What follows belongs to an exercise in optimizing a design on an open flow for small area; a production flow would make more cautious choices.
In this exercise RTL edits were held to simulation tests only and were not proved equivalent to the original.
Power and IR drop assume default switching activity. The flow treats the clock pin as an ideal source, which a real chip does not have.

job 5854:
## clock_divider_multi
module clock_divider_multi
#(
  parameter int NUM_CH      = clock_divider_pkg::CDM_DEFAULT_NUM_CH,
  parameter int CH_IDX_W    = clock_divider_pkg::CDM_DEFAULT_CH_IDX_W,
  parameter int DIV_WIDTH   = clock_divider_pkg::CDM_DEFAULT_DIV_WIDTH,
  parameter int DEFAULT_DIV = clock_divider_pkg::CDM_DEFAULT_DIV
) (
  input  logic                 clk,
  input  logic                 rst,
  input  logic [NUM_CH-1:0]    en,
  input  logic                 cfg_valid,
  output logic                 cfg_ready,
  input  logic [CH_IDX_W-1:0]  cfg_ch,
  input  logic [DIV_WIDTH-1:0] cfg_div,
  input  logic [DIV_WIDTH-1:0] cfg_high,
  input  logic                 sync_req,
  output logic                 sync_busy,
  output logic [NUM_CH-1:0]    div_out,
  output logic [NUM_CH-1:0]    tick,
  output logic [NUM_CH-1:0]    pending
);
  logic [31:0]          w_ch_ext;
  logic [NUM_CH-1:0]    w_sel;
  logic [NUM_CH-1:0]    w_we;
  logic                 w_sync;
  logic [DIV_WIDTH-1:0] w_d_eff, w_x, w_s, w_dm1, w_h, w_lm1;
  logic [DIV_WIDTH:0]   w_c, w_b;
  logic                 w_d_lt2, w_h_zero;
  assign w_d_lt2  = ~|cfg_div[DIV_WIDTH-1:1];
  assign w_d_eff  = w_d_lt2 ? DIV_WIDTH'(2) : cfg_div;
  assign w_h_zero = ~|cfg_high;
  assign w_x      = w_h_zero ? (w_d_eff >> 1) : cfg_high;
  localparam int BLK  = 4;
  localparam int NBLK = (DIV_WIDTH + BLK - 1) / BLK;
  logic [DIV_WIDTH-1:0] w_p, w_g;
  logic [NBLK:0]        w_bc;
  logic [NBLK-1:0]      w_bg, w_bp;
  always_comb begin
    w_b[0] = 1'b1;
    for (int i = 0; i < DIV_WIDTH; i++) begin
  ...
==> flow/config.mk <==
export PLATFORM = sky130hd
export DESIGN_NAME = clock_divider_multi
export DESIGN_NICKNAME = clock_divider_multi
export VERILOG_FILES = /design/flow/design.v
export SDC_FILE = /design/flow/constraint.sdc
export NUM_CORES = 4
export LEC_CHECK = 0
export CAP_MARGIN = 20
export CORE_MARGIN = 2
export CORE_UTILIZATION = 65
export CTS_BUF_LIST = sky130_fd_sc_hd__clkbuf_16
export CTS_CLUSTER_DIAMETER = 60
export CTS_CLUSTER_SIZE = 30
export SLEW_MARGIN = 20
==> flow/constraint.sdc <==
create_clock -name core_clock -period 11.0 [get_ports {clk}]
set_input_delay 2.2000 -clock core_clock [delete_from_list [all_inputs] [get_ports {clk}]]
set_output_delay 2.2000 -clock core_clock [all_outputs]
set_load 0.01 [all_outputs]
standard.sh (not shown) runs the stock make flow with config.mk's settings and CLKGATE_MAP_FILE= SYNTH_SCRIPT=/design/flow/synth_recipe.tcl, a recipe that flattens the netlist after the stock synthesis.
==> flow/flow/run.sh <==
#!/bin/bash
# The standard layout, with the port buffers made of the smallest buffer cell.
set -e
export BUFFER_PORTS_ARGS="-buffer_cell sky130_fd_sc_hd__buf_1"
bash standard.sh > standard.log 2>&1
Setup changes, job 5854 to job 7048
Settings: CTS_CLUSTER_DIAMETER no longer set, was 60; CTS_BUF_LIST no longer set, was sky130_fd_sc_hd__clkbuf_16; CTS_CLUSTER_SIZE no longer set, was 30.
==> flow/flow/run.sh <==
#!/bin/bash
# The standard layout, with the port buffers made of the smallest buffer cell and a clock
# tree built without dummy loads.
set -e
export BUFFER_PORTS_ARGS="-buffer_cell sky130_fd_sc_hd__buf_1"
export CTS_ARGS="-sink_clustering_enable -repair_clock_nets -dont_use_dummy_load -sink_clustering_size 20 -sink_clustering_max_diameter 40 -buf_list sky130_fd_sc_hd__clkbuf_8"
bash standard.sh > standard.log 2>&1
==> comparison <==
Time the worst path needs with I/O delays and setup in job 7048 is 0.039 ns lower than in job 5854
Summary of job 7048 over job 5854: sum of internal, switching and leakage power -about 8%; worst-case headroom to the max-slew limit +5.1 points; worst setup slack +0.039 ns; core utilization -1.4 points.
Modified inputs, job 1069 compared to job 7048
Settings: CTS_BUF_LIST: unset -> sky130_fd_sc_hd__clkbuf_8; CTS_CLUSTER_DIAMETER: unset -> 40; CTS_CLUSTER_SIZE: unset -> 20.
==> flow/flow/run.sh <==
#!/bin/bash
# The standard layout, with the port buffers made of the smallest buffer cell.
set -e
export BUFFER_PORTS_ARGS="-buffer_cell sky130_fd_sc_hd__buf_1"
bash standard.sh > standard.log 2>&1
--- outcome ---
- Job 1069 went all the way through the flow, and no timing, DRC or antenna check failed.
- The largest net degree at the start of global routing was comparable across job 1069 and job 7048.
- Job 7048 → job 1069: clock group total power now larger; via count now larger; total number of sequential cells comparable.
- Against job 7048, job 1069 reports a final routed wirelength across all metal layers that is higher.
- Relative to job 7048, combinational group share of total power has gone down in job 1069.
- Comparing job 1069 and job 7048, the lower power is on job 7048.
The inputs of job 7964 differ from those of job 1069 as listed below.
Settings: a deleted CTS_BUF_LIST that had been sky130_fd_sc_hd__clkbuf_8; a change of CAP_MARGIN from 20 to 0; a deleted CTS_CLUSTER_SIZE that had been 20; a change of SLEW_MARGIN from 20 to 0; a deleted CTS_CLUSTER_DIAMETER that had been 40; an added GPL_TIMING_DRIVEN of 0.
==> flow/flow/run.sh <==
#!/bin/bash
# The standard layout, with the port buffers made of the smallest buffer cell and a clock
# tree built without dummy loads.
set -e
export BUFFER_PORTS_ARGS="-buffer_cell sky130_fd_sc_hd__buf_1"
export CTS_ARGS="-sink_clustering_enable -repair_clock_nets -dont_use_dummy_load -sink_clustering_size 30 -sink_clustering_max_diameter 120 -buf_list sky130_fd_sc_hd__clkbuf_16"
bash standard.sh > standard.log 2>&1
## What came out
Job 7964 ran to completion and came out clean on the timing, DRC and antenna checks.
Job 7964 -> job 1069: sequential power flat
Delta(final-layout clock buffer total, job 7964 - job 1069) < 0
Area of the multi-input gates: job 1069 vs job 7964, no meaningful difference


Starting RTL as in the previous note.
clock: 11.0 ns
lec_check: 0
cap_margin: 20
core_margin: 2
core_utilization: 75
cts_buf_list: sky130_fd_sc_hd__clkbuf_16
cts_cluster_diameter: 50
cts_cluster_size: 40
place_density: 0.85
slew_margin: 20
==> flow/flow/run.sh <==
#!/bin/bash
# The standard layout, with the port buffers made of the smallest buffer cell.
set -e
export BUFFER_PORTS_ARGS="-buffer_cell sky130_fd_sc_hd__buf_1"
bash standard.sh > standard.log 2>&1
Next try:
==> flow/flow/run.sh (replaced) <==
#!/bin/bash
# The standard layout, with the port buffers made of the smallest buffer cell and a clock
# tree built without dummy loads.
set -e
export BUFFER_PORTS_ARGS="-buffer_cell sky130_fd_sc_hd__buf_1"
export CTS_ARGS="-sink_clustering_enable -repair_clock_nets -dont_use_dummy_load -sink_clustering_size 30 -sink_clustering_max_diameter 120 -buf_list sky130_fd_sc_hd__clkbuf_16"
bash standard.sh > standard.log 2>&1
- CORE_UTILIZATION: 75 -> 65
- CTS_BUF_LIST: sky130_fd_sc_hd__clkbuf_16 -> unset
- CTS_CLUSTER_DIAMETER: 50 -> unset
- CTS_CLUSTER_SIZE: 40 -> unset
- PLACE_DENSITY: 0.85 -> unset
=> Synthesized cell count is unchanged; area after synthesis stays the same; die area increases by 15%; final area decreases by 3.4%; fmax is about the same.
Next try:
- GPL_TIMING_DRIVEN: unset -> 0
What happened: The new run produced a clean layout; global-route usage went up by 0.44 points; sequential share of layout area went down by 1.4 points; non-clock buffer count went up by 73; via count went up by 3.4%; clock power barely changes; design area went up by 2.3%; die area is unchanged; worst hold slack improves by 0.012 ns; power went up by 0.41%.

static timing again, ports no longer ideal:
How much do the figures lean on ideal ports? The routed layouts below were timed once more, with nothing changed but the port constraints. Step 1: set_driving_cell puts a clkbuf_16 on clk and a buf_2 on each other input, an assumption about the parent block. Step 2 moves the port delays by t, midway between the first and last clock arrival at a register: inputs arrive t later, outputs are due t later. That takes back most of the time a late clock gives input paths. a / b / c = ideal / step 1 / step 2; a / b = the first two.
run	t (ns)	setup slack, ns	hold slack, ns	slew at the worst register clock pin (ns)
job 5854	0.636	3.298 / 3.329 / 2.693	0.421 / 0.421 / 0.421	0.10 / 0.10
job 7048	0.632	3.336 / 3.365 / 2.733	0.381 / 0.381 / 0.381	0.11 / 0.11
job 1069	0.649	3.347 / 3.376 / 2.727	0.406 / 0.406 / 0.406	0.11 / 0.11
job 7964	0.583	2.319 / 2.349 / 1.766	0.405 / 0.405 / 0.405	0.11 / 0.11
the first run of note 2	0.584	3.264 / 3.294 / 2.710	0.417 / 0.417 / 0.417	0.10 / 0.10
the second run of note 2	0.580	3.259 / 3.291 / 2.711	0.398 / 0.398 / 0.398	0.12 / 0.12
the third run of note 2	0.579	2.560 / 2.590 / 2.011	0.410 / 0.410 / 0.410	0.12 / 0.12
After both steps every run listed still meets setup and hold. For job 1069, which loses most, drivers alone change the setup slack by +0.029 ns; drivers and shift together by -0.620 ns.
